This is an optimization exercise on Yosys and OpenROAD, whose aim is small area, a short achievable clock period and few clock cycles per item, not a production implementation.
At most, simulation tests tie the RTL to the original design; equivalence was not proved.
No activity file was given, so power comes from the tool's default toggle rates.

==> 08-09: inputs <==
==> flow/design.v <==
`timescale 1ns/1ps
package cam_cfg_pkg;
  parameter int KEY_WIDTH = 32;
  parameter int KEYS_PER_BEAT = 16;
  parameter int BEAT_WIDTH = KEY_WIDTH * KEYS_PER_BEAT;
  parameter logic [31:0] LOAD_DONE_CODE = 32'd100;
endpackage
`timescale 1ns/1ps
package cam_op_pkg;
  typedef enum logic [2:0] {
    OP_IDLE     = 3'd0,   
    OP_LOAD_ALL = 3'd1,   
    OP_SEARCH   = 3'd2    
  } cam_opcode_e;
endpackage
`timescale 1ns/1ps
import cam_cfg_pkg::*;
import cam_op_pkg::*;
module cam_loader #(
  parameter int CAM_SIZE = 64   
) (
  input  logic                                             aclk,
  input  logic                                             areset,
  input  cam_op_pkg::cam_opcode_e                          opcode,
  input  logic                                             s_tvalid,
  output logic                                             load_fire,
  output logic                                             search_fire,
  output logic                                             load_done,
  output logic [CAM_SIZE/cam_cfg_pkg::KEYS_PER_BEAT-1:0]   block_we,
  output logic [CAM_SIZE/cam_cfg_pkg::KEYS_PER_BEAT-1:0]   block_valid
);
  localparam int NUM_BLOCKS  = CAM_SIZE / KEYS_PER_BEAT;   
  localparam int BLOCK_WIDTH = $clog2(NUM_BLOCKS);
  logic [BLOCK_WIDTH-1:0] write_ptr;     
  logic                   write_last;    
  logic [NUM_BLOCKS-1:0]  write_block;   
  assign load_fire   = s_tvalid && (opcode == OP_LOAD_ALL);
  assign search_fire = s_tvalid && (opcode == OP_SEARCH);
  assign load_done = load_fire && write_last;
  assign block_we  = load_fire ? write_block : '0;
  always_ff @(posedge aclk) begin
    if (areset) begin
      write_ptr   <= '0;
      write_last  <= 1'b0;
      write_block <= NUM_BLOCKS'(1);
    end else if (load_fire) begin
      write_ptr   <= write_ptr + 1'b1;
      write_last  <= (write_ptr == BLOCK_WIDTH'(NUM_BLOCKS - 2));
      write_block <= {write_block[NUM_BLOCKS-2:0], write_block[NUM_BLOCKS-1]};
    end
  end
  always_ff @(posedge aclk) begin
    if (areset) begin
      block_valid <= '0;
    end else begin
      block_valid <= block_valid | block_we;
    end
  end
endmodule
`timescale 1ns/1ps
import cam_cfg_pkg::*;
module cam_cell (
  input  logic                              aclk,
  input  logic                              write_en,
  input  logic [cam_cfg_pkg::KEY_WIDTH-1:0] write_key,
  input  logic [cam_cfg_pkg::KEY_WIDTH-1:0] search_key,
  output logic                              equal
);
  logic [KEY_WIDTH-1:0] entry;   
  always_ff @(posedge aclk) begin
    if (write_en) begin
      entry <= write_key;
    end
  end
  assign equal = (entry == search_key);
endmodule
`timescale 1ns/1ps
import cam_cfg_pkg::*;
module cam_match_encoder #(
  parameter int CAM_SIZE = 64    
) (
  input  logic [CAM_SIZE-1:0]          match,
  output logic [$clog2(CAM_SIZE):0]    result
);
  localparam int W      = $clog2(CAM_SIZE);
  localparam int LEVELS = W / 2;            
  localparam int TOP    = CAM_SIZE >> (2*LEVELS);   
  logic [CAM_SIZE-1:0] any [LEVELS+1];
  logic [W-1:0]        idx [LEVELS+1][CAM_SIZE];
  logic                top_any;
  logic [W-1:0]        top_idx;
  always_comb begin
    for (int l = 0; l <= LEVELS; l++) begin
      for (int n = 0; n < CAM_SIZE; n++) begin
        idx[l][n] = '0;
      end
      any[l] = '0;
    end
    for (int n = 0; n < CAM_SIZE; n++) begin
      any[0][n] = match[n];
    end
    for (int l = 1; l <= LEVELS; l++) begin
      for (int n = 0; n < (CAM_SIZE >> (2*l)); n++) begin
        any[l][n] = |any[l-1][4*n +: 4];
        if (any[l-1][4*n]) begin
          idx[l][n] = idx[l-1][4*n];
          idx[l][n][2*l-1 -: 2] = 2'd0;
        end else if (any[l-1][4*n+1]) begin
          idx[l][n] = idx[l-1][4*n+1];
          idx[l][n][2*l-1 -: 2] = 2'd1;
        end else if (any[l-1][4*n+2]) begin
          idx[l][n] = idx[l-1][4*n+2];
          idx[l][n][2*l-1 -: 2] = 2'd2;
        end else begin
          idx[l][n] = idx[l-1][4*n+3];
          idx[l][n][2*l-1 -: 2] = 2'd3;
        end
      end
    end
    if (TOP == 1) begin
      top_any = any[LEVELS][0];
      top_idx = idx[LEVELS][0];
    end else begin
      top_any = any[LEVELS][0] | any[LEVELS][1];
      if (any[LEVELS][0]) begin
        top_idx = idx[LEVELS][0];
        top_idx[W-1] = 1'b0;
      end else begin
        top_idx = idx[LEVELS][1];
        top_idx[W-1] = 1'b1;
      end
    end
    result = top_any ? {1'b0, top_idx} : '1;
  end
endmodule
`timescale 1ns/1ps
import cam_cfg_pkg::*;
module cam_top #(
  parameter int CAM_SIZE = 64    
) (
  input  logic                               aclk,
  input  logic                               areset,
  input  logic [2:0]                         opcode,
  input  logic                               s_tvalid,
  input  logic [cam_cfg_pkg::BEAT_WIDTH-1:0] s_tdata,
  output logic                               update_all_end,
  output logic                               m_tvalid,
  output logic [cam_cfg_pkg::KEY_WIDTH-1:0]  m_tdata
);
  localparam int NUM_BLOCKS   = CAM_SIZE / KEYS_PER_BEAT;
  localparam int RESULT_WIDTH = $clog2(CAM_SIZE) + 1;
  logic                    load_fire;
  logic                    search_fire;
  logic                    load_done;
  logic [NUM_BLOCKS-1:0]   block_we;
  logic [NUM_BLOCKS-1:0]   block_valid;
  logic [CAM_SIZE-1:0]     equal;
  logic [CAM_SIZE-1:0]     match;
  logic [RESULT_WIDTH-1:0] result;         
  logic                    result_valid;
  cam_loader #(
    .CAM_SIZE    (CAM_SIZE)
  ) u_loader (
    .aclk        (aclk),
    .areset      (areset),
    .opcode      (cam_op_pkg::cam_opcode_e'(opcode)),
    .s_tvalid    (s_tvalid),
    .load_fire   (load_fire),
    .search_fire (search_fire),
    .load_done   (load_done),
    .block_we    (block_we),
    .block_valid (block_valid)
  );
  for (genvar i = 0; i < CAM_SIZE; i++) begin : gen_cell
    cam_cell u_cell (
      .aclk       (aclk),
      .write_en   (block_we[i / KEYS_PER_BEAT]),
      .write_key  (s_tdata[(i % KEYS_PER_BEAT)*KEY_WIDTH +: KEY_WIDTH]),
      .search_key (s_tdata[KEY_WIDTH-1:0]),
      .equal      (equal[i])
    );
    assign match[i] = equal[i] && block_valid[i / KEYS_PER_BEAT];
  end
  localparam int HALF       = CAM_SIZE / 2;
  localparam int HALF_WIDTH = $clog2(HALF);
  logic [HALF_WIDTH:0]   enc_lo;
  logic [HALF_WIDTH:0]   enc_hi;
  logic                  any_lo;
  logic                  any_hi;
  logic [HALF_WIDTH-1:0] part_lo;    
  logic [HALF_WIDTH-1:0] part_hi;    
  logic                  sel_hi;     
  logic                  no_hit;     
  cam_match_encoder #(
    .CAM_SIZE (HALF)
  ) u_encoder_lo (
    .match    (match[HALF-1:0]),
    .result   (enc_lo)
  );
  cam_match_encoder #(
    .CAM_SIZE (HALF)
  ) u_encoder_hi (
    .match    (match[CAM_SIZE-1:HALF]),
    .result   (enc_hi)
  );
  assign any_lo = ~enc_lo[HALF_WIDTH];
  assign any_hi = ~enc_hi[HALF_WIDTH];
  always_ff @(posedge aclk) begin
    if (areset) begin
      result_valid <= 1'b0;
      part_lo      <= '0;
      part_hi      <= '0;
      sel_hi       <= 1'b0;
      no_hit       <= 1'b0;
    end else begin
      result_valid <= search_fire;
      part_lo      <= (search_fire && any_lo) ? enc_lo[HALF_WIDTH-1:0] : '0;
      part_hi      <= (search_fire && !any_lo) ? enc_hi[HALF_WIDTH-1:0] : '0;
      sel_hi       <= search_fire && !any_lo;
      no_hit       <= search_fire && !any_lo && !any_hi;
    end
  end
  assign result = {no_hit, sel_hi, part_lo | part_hi};
  assign update_all_end = load_done;
  assign m_tvalid       = load_done | result_valid;
  assign m_tdata        = (load_done ? KEY_WIDTH'(LOAD_DONE_CODE) : '0) | KEY_WIDTH'(result);
endmodule
==> flow/flow/run.sh <==
#!/bin/bash
# Layout flow: the standard ORFS flow (standard.sh), with these changes:
#  - slow 3/4-input OR and 4-input NOR cells are not used (synthesis maps the
#    encoder and compare trees to faster NAND/NOR/AOI forms instead);
#  - ports are buffered with buf_1 instead of the delay buffer buffer_ports picks;
#  - clock tree sinks are clustered 25 to a leaf buffer within 100 um, with no
#    dummy loads (a smaller, shallower tree).
# Registers, the power grid, tap cells, SDC and clock period are the standard ones.
set -uo pipefail
DU="sky130_fd_sc_hd__probe_p_8 sky130_fd_sc_hd__probec_p_8 sky130_fd_sc_hd__lpflow_bleeder_1 sky130_fd_sc_hd__lpflow_clkbufkapwr_1 sky130_fd_sc_hd__lpflow_clkbufkapwr_16 sky130_fd_sc_hd__lpflow_clkbufkapwr_2 sky130_fd_sc_hd__lpflow_clkbufkapwr_4 sky130_fd_sc_hd__lpflow_clkbufkapwr_8 sky130_fd_sc_hd__lpflow_clkinvkapwr_1 sky130_fd_sc_hd__lpflow_clkinvkapwr_16 sky130_fd_sc_hd__lpflow_clkinvkapwr_2 sky130_fd_sc_hd__lpflow_clkinvkapwr_4 sky130_fd_sc_hd__lpflow_clkinvkapwr_8 sky130_fd_sc_hd__lpflow_decapkapwr_12 sky130_fd_sc_hd__lpflow_decapkapwr_3 sky130_fd_sc_hd__lpflow_decapkapwr_4 sky130_fd_sc_hd__lpflow_decapkapwr_6 sky130_fd_sc_hd__lpflow_decapkapwr_8 sky130_fd_sc_hd__lpflow_inputiso0n_1 sky130_fd_sc_hd__lpflow_inputiso0p_1 sky130_fd_sc_hd__lpflow_inputiso1n_1 sky130_fd_sc_hd__lpflow_inputiso1p_1 sky130_fd_sc_hd__lpflow_inputisolatch_1 sky130_fd_sc_hd__lpflow_isobufsrc_1 sky130_fd_sc_hd__lpflow_isobufsrc_16 sky130_fd_sc_hd__lpflow_isobufsrc_2 sky130_fd_sc_hd__lpflow_isobufsrc_4 sky130_fd_sc_hd__lpflow_isobufsrc_8 sky130_fd_sc_hd__lpflow_isobufsrckapwr_16 sky130_fd_sc_hd__lpflow_lsbuf_lh_hl_isowell_tap_1 sky130_fd_sc_hd__lpflow_lsbuf_lh_hl_isowell_tap_2 sky130_fd_sc_hd__lpflow_lsbuf_lh_hl_isowell_tap_4 sky130_fd_sc_hd__lpflow_lsbuf_lh_isowell_4 sky130_fd_sc_hd__lpflow_lsbuf_lh_isowell_tap_1 sky130_fd_sc_hd__lpflow_lsbuf_lh_isowell_tap_2 sky130_fd_sc_hd__lpflow_lsbuf_lh_isowell_tap_4  sky130_fd_sc_hd__or4_1 sky130_fd_sc_hd__or4_2 sky130_fd_sc_hd__or4_4 sky130_fd_sc_hd__or4b_1 sky130_fd_sc_hd__or4b_2 sky130_fd_sc_hd__or4b_4 sky130_fd_sc_hd__or4bb_1 sky130_fd_sc_hd__or4bb_2 sky130_fd_sc_hd__or4bb_4 sky130_fd_sc_hd__or3_1 sky130_fd_sc_hd__or3_2 sky130_fd_sc_hd__or3_4 sky130_fd_sc_hd__or3b_1 sky130_fd_sc_hd__or3b_2 sky130_fd_sc_hd__or3b_4 sky130_fd_sc_hd__nor4_1 sky130_fd_sc_hd__nor4_2 sky130_fd_sc_hd__nor4_4 sky130_fd_sc_hd__nor4b_1 sky130_fd_sc_hd__nor4b_2 sky130_fd_sc_hd__nor4b_4 sky130_fd_sc_hd__nor4bb_1 sky130_fd_sc_hd__nor4bb_2 sky130_fd_sc_hd__nor4bb_4"
bash standard.sh \
  "DONT_USE_CELLS=$DU" \
  "BUFFER_PORTS_ARGS=-buffer_cell sky130_fd_sc_hd__buf_1" \
  "CTS_ARGS=-sink_clustering_enable -sink_clustering_size 25 -sink_clustering_max_diameter 100 -repair_clock_nets -dont_use_dummy_load" \
  finish > standard.log 2>&1
==> flow/standard.sh <==
#!/bin/bash
# synth_recipe.tcl (not shown) runs the flow's synth.tcl, then flattens the netlist and writes it again
# the make line also repeats each setting of config.mk as NAME=value (left out here)
make -C /OpenROAD-flow-scripts/flow DESIGN_CONFIG=/design/flow/config.mk WORK_HOME=/design/flow/orfs CLKGATE_MAP_FILE= SYNTH_SCRIPT=/design/flow/synth_recipe.tcl "${@:-finish}"
==> flow/config.mk <==
export PLATFORM = sky130hd
export DESIGN_NAME = cam_top
export DESIGN_NICKNAME = cam_top
export VERILOG_FILES = /design/flow/design.v
export SDC_FILE = /design/flow/constraint.sdc
export NUM_CORES = 4
export LEC_CHECK = 0
export CAP_MARGIN = 20
export CORE_MARGIN = 2
export CORE_UTILIZATION = 55
export SETUP_SLACK_MARGIN = 1.5
export SLEW_MARGIN = 20
export TNS_END_PERCENT = 100
==> flow/constraint.sdc <==
create_clock -name core_clock -period 4.0 [get_ports {aclk}]
set_input_delay 0.8000 -clock core_clock [delete_from_list [all_inputs] [get_ports {aclk}]]
set_output_delay 0.8000 -clock core_clock [all_outputs]
set_load 0.01 [all_outputs]
==> 09-13 (differences from 08-09) <==
==> flow/design.v, changed modules only <==
module cam_top #(
  parameter int CAM_SIZE = 64,   
  parameter int GROUPS   = 4     
) (
  input  logic                               aclk,
  input  logic                               areset,
  input  logic [2:0]                         opcode,
  input  logic                               s_tvalid,
  input  logic [cam_cfg_pkg::BEAT_WIDTH-1:0] s_tdata,
  output logic                               update_all_end,
  output logic                               m_tvalid,
  output logic [cam_cfg_pkg::KEY_WIDTH-1:0]  m_tdata
);
  localparam int NUM_BLOCKS   = CAM_SIZE / KEYS_PER_BEAT;
  localparam int RESULT_WIDTH = $clog2(CAM_SIZE) + 1;
  logic                    load_fire;
  logic                    search_fire;
  logic                    load_done;
  logic [NUM_BLOCKS-1:0]   block_we;
  logic [NUM_BLOCKS-1:0]   block_valid;
  logic [CAM_SIZE-1:0]     equal;
  logic [CAM_SIZE-1:0]     match;
  logic [RESULT_WIDTH-1:0] result;         
  logic                    result_valid;
  cam_loader #(
    .CAM_SIZE    (CAM_SIZE)
  ) u_loader (
    .aclk        (aclk),
    .areset      (areset),
    .opcode      (cam_op_pkg::cam_opcode_e'(opcode)),
    .s_tvalid    (s_tvalid),
    .load_fire   (load_fire),
    .search_fire (search_fire),
    .load_done   (load_done),
    .block_we    (block_we),
    .block_valid (block_valid)
  );
  for (genvar i = 0; i < CAM_SIZE; i++) begin : gen_cell
    cam_cell u_cell (
      .aclk       (aclk),
      .write_en   (block_we[i / KEYS_PER_BEAT]),
      .write_key  (s_tdata[(i % KEYS_PER_BEAT)*KEY_WIDTH +: KEY_WIDTH]),
      .search_key (s_tdata[KEY_WIDTH-1:0]),
      .equal      (equal[i])
    );
    assign match[i] = equal[i] && block_valid[i / KEYS_PER_BEAT];
  end
  localparam int GSIZE  = CAM_SIZE / GROUPS;
  localparam int GWIDTH = $clog2(GSIZE);
  localparam int SWIDTH = (GROUPS > 1) ? $clog2(GROUPS) : 1;
  logic [GWIDTH:0]       grp_enc [GROUPS];
  logic [GROUPS-1:0]     grp_any;
  logic [GROUPS-1:0]     grp_first;               
  logic                  any_hit;
  logic [SWIDTH-1:0]     sel_next;
  logic [GWIDTH-1:0]     part [GROUPS];           
  logic [SWIDTH-1:0]     sel;                     
  logic                  no_hit;                  
  logic [GWIDTH-1:0]     low_idx;
  for (genvar g = 0; g < GROUPS; g++) begin : gen_grp
    cam_match_encoder #(
      .CAM_SIZE (GSIZE)
    ) u_encoder (
      .match    (match[g*GSIZE +: GSIZE]),
      .result   (grp_enc[g])
    );
    assign grp_any[g] = ~grp_enc[g][GWIDTH];
  end
  always_comb begin
    sel_next = '0;
    for (int g = 0; g < GROUPS; g++) begin
      grp_first[g] = grp_any[g];
      for (int h = 0; h < g; h++) begin
        grp_first[g] = grp_first[g] & ~grp_any[h];
      end
      if (grp_first[g]) begin
        sel_next = sel_next | SWIDTH'(g);
      end
    end
    any_hit = |grp_any;
  end
  always_ff @(posedge aclk) begin
    if (areset) begin
      result_valid <= 1'b0;
      sel          <= '0;
      no_hit       <= 1'b0;
      for (int g = 0; g < GROUPS; g++) begin
        part[g] <= '0;
      end
    end else begin
      result_valid <= search_fire;
      sel          <= !search_fire ? '0 : (any_hit ? sel_next : '1);
      no_hit       <= search_fire && !any_hit;
      for (int g = 0; g < GROUPS; g++) begin
        if (search_fire && grp_first[g]) begin
          part[g] <= grp_enc[g][GWIDTH-1:0];
        end else if (search_fire && !any_hit && g == 0) begin
          part[g] <= '1;
        end else begin
          part[g] <= '0;
        end
      end
    end
  end
  always_comb begin
    low_idx = '0;
    for (int g = 0; g < GROUPS; g++) begin
      low_idx = low_idx | part[g];
    end
  end
  if (GROUPS > 1) begin : gen_result
    assign result = {no_hit, sel, low_idx};
  end else begin : gen_result_one
    assign result = {no_hit, low_idx};
  end
  assign update_all_end = load_done;
  assign m_tvalid       = load_done | result_valid;
  assign m_tdata        = (load_done ? KEY_WIDTH'(LOAD_DONE_CODE) : '0) | KEY_WIDTH'(result);
endmodule
CORE_UTILIZATION = 62   (was 55)
PLACE_DENSITY = 0.68   (was not set)
SETUP_SLACK_MARGIN = 1.7   (was 1.5)
==> qor summary <==
                                                                           08-09                         09-13
Cell Count Post-Placement                                                   8102                          7928
Simple-gate area share of the yosys netlist                                6.06%                         6.14%
Largest net degree at the start of global routing                            127                            83
Via/cell ratio                                                              6.07                          6.26
Reg2Reg Setup Slack                                                      1.31 ns                       1.61 ns
Fraction of power consumed by sequential logic                             62.6%                         62.5%
Non-clock buffer contribution to total cell area                           8.53%                         10.4%
Clock network fraction of total power                                      28.0%                         27.6%
Worst hold path endpoint                           gen_cell[58].u_cell.entry[28]  gen_cell[24].u_cell.entry[8]
Critical setup path kind                                                 reg2reg                        in2reg
Clock buf count                                                               92                            93
Sequential element share of the synthesized area                           70.3%                         70.2%
Final worst-path setup slack                                             1.31 ns                       1.47 ns
Initial antenna violation count                                               30                            50
Result of the run                               no timing/DRC/antenna violations  no timing/DRC/antenna violations
Via count of the first global-routing pass                                 48300                         49700
Number of rows in the core area                                              146                           138
Die H                                                                     404 um                        382 um
Cell Count, Final, Fillers Out                                              8373                          8349
Tapcell count                                                               2072                          1890
Share of synthesized area spent on multiplexers                          0.0454%                       0.0453%
Crit path from                                     gen_cell[27].u_cell.entry[11]                   s_tdata[11]
Clk pwr                                                                 10700 uW                      10600 uW
Die extent in x                                                           404 um                        382 um
Testbench counts of 09-13, summed over its fixed seeds: cycles 2,880, searches 2,048.
The RTL of 08-09 was laid out without a check of its function.

[separate check: timing with driven ports]
No port has a modelled driver above. Below, the same layouts with a new extraction and two added sets of constraints.
Step 1 assumes that a clkbuf_16 drives the clock port and a buf_2 every other input.
Step 2 adds t to the input delays and takes it off the output delays; t is the mean of the earliest and latest rising clock arrival at the registers after step 1. Input paths then give back, and output paths get back, about the clock's delay inside the block.
Slacks: ideal ports / drivers / drivers and shift; pairs: ideal ports / drivers.
run	t, ns	setup slack, ns	worst register clock-pin slew, ns	worst slew at a driven data input, ns	pins driven straight from the clock port
08-09	0.821	1.311 / 1.293 / 0.473	0.11 / 0.11	0.17	1
09-13	0.811	1.468 / 1.458 / 0.687	0.11 / 0.11	0.16	1
After both steps setup and hold are still met in every run listed. The setup slack of 08-09, which loses most, moves by -0.018 ns with the drivers and by -0.838 ns with both steps.
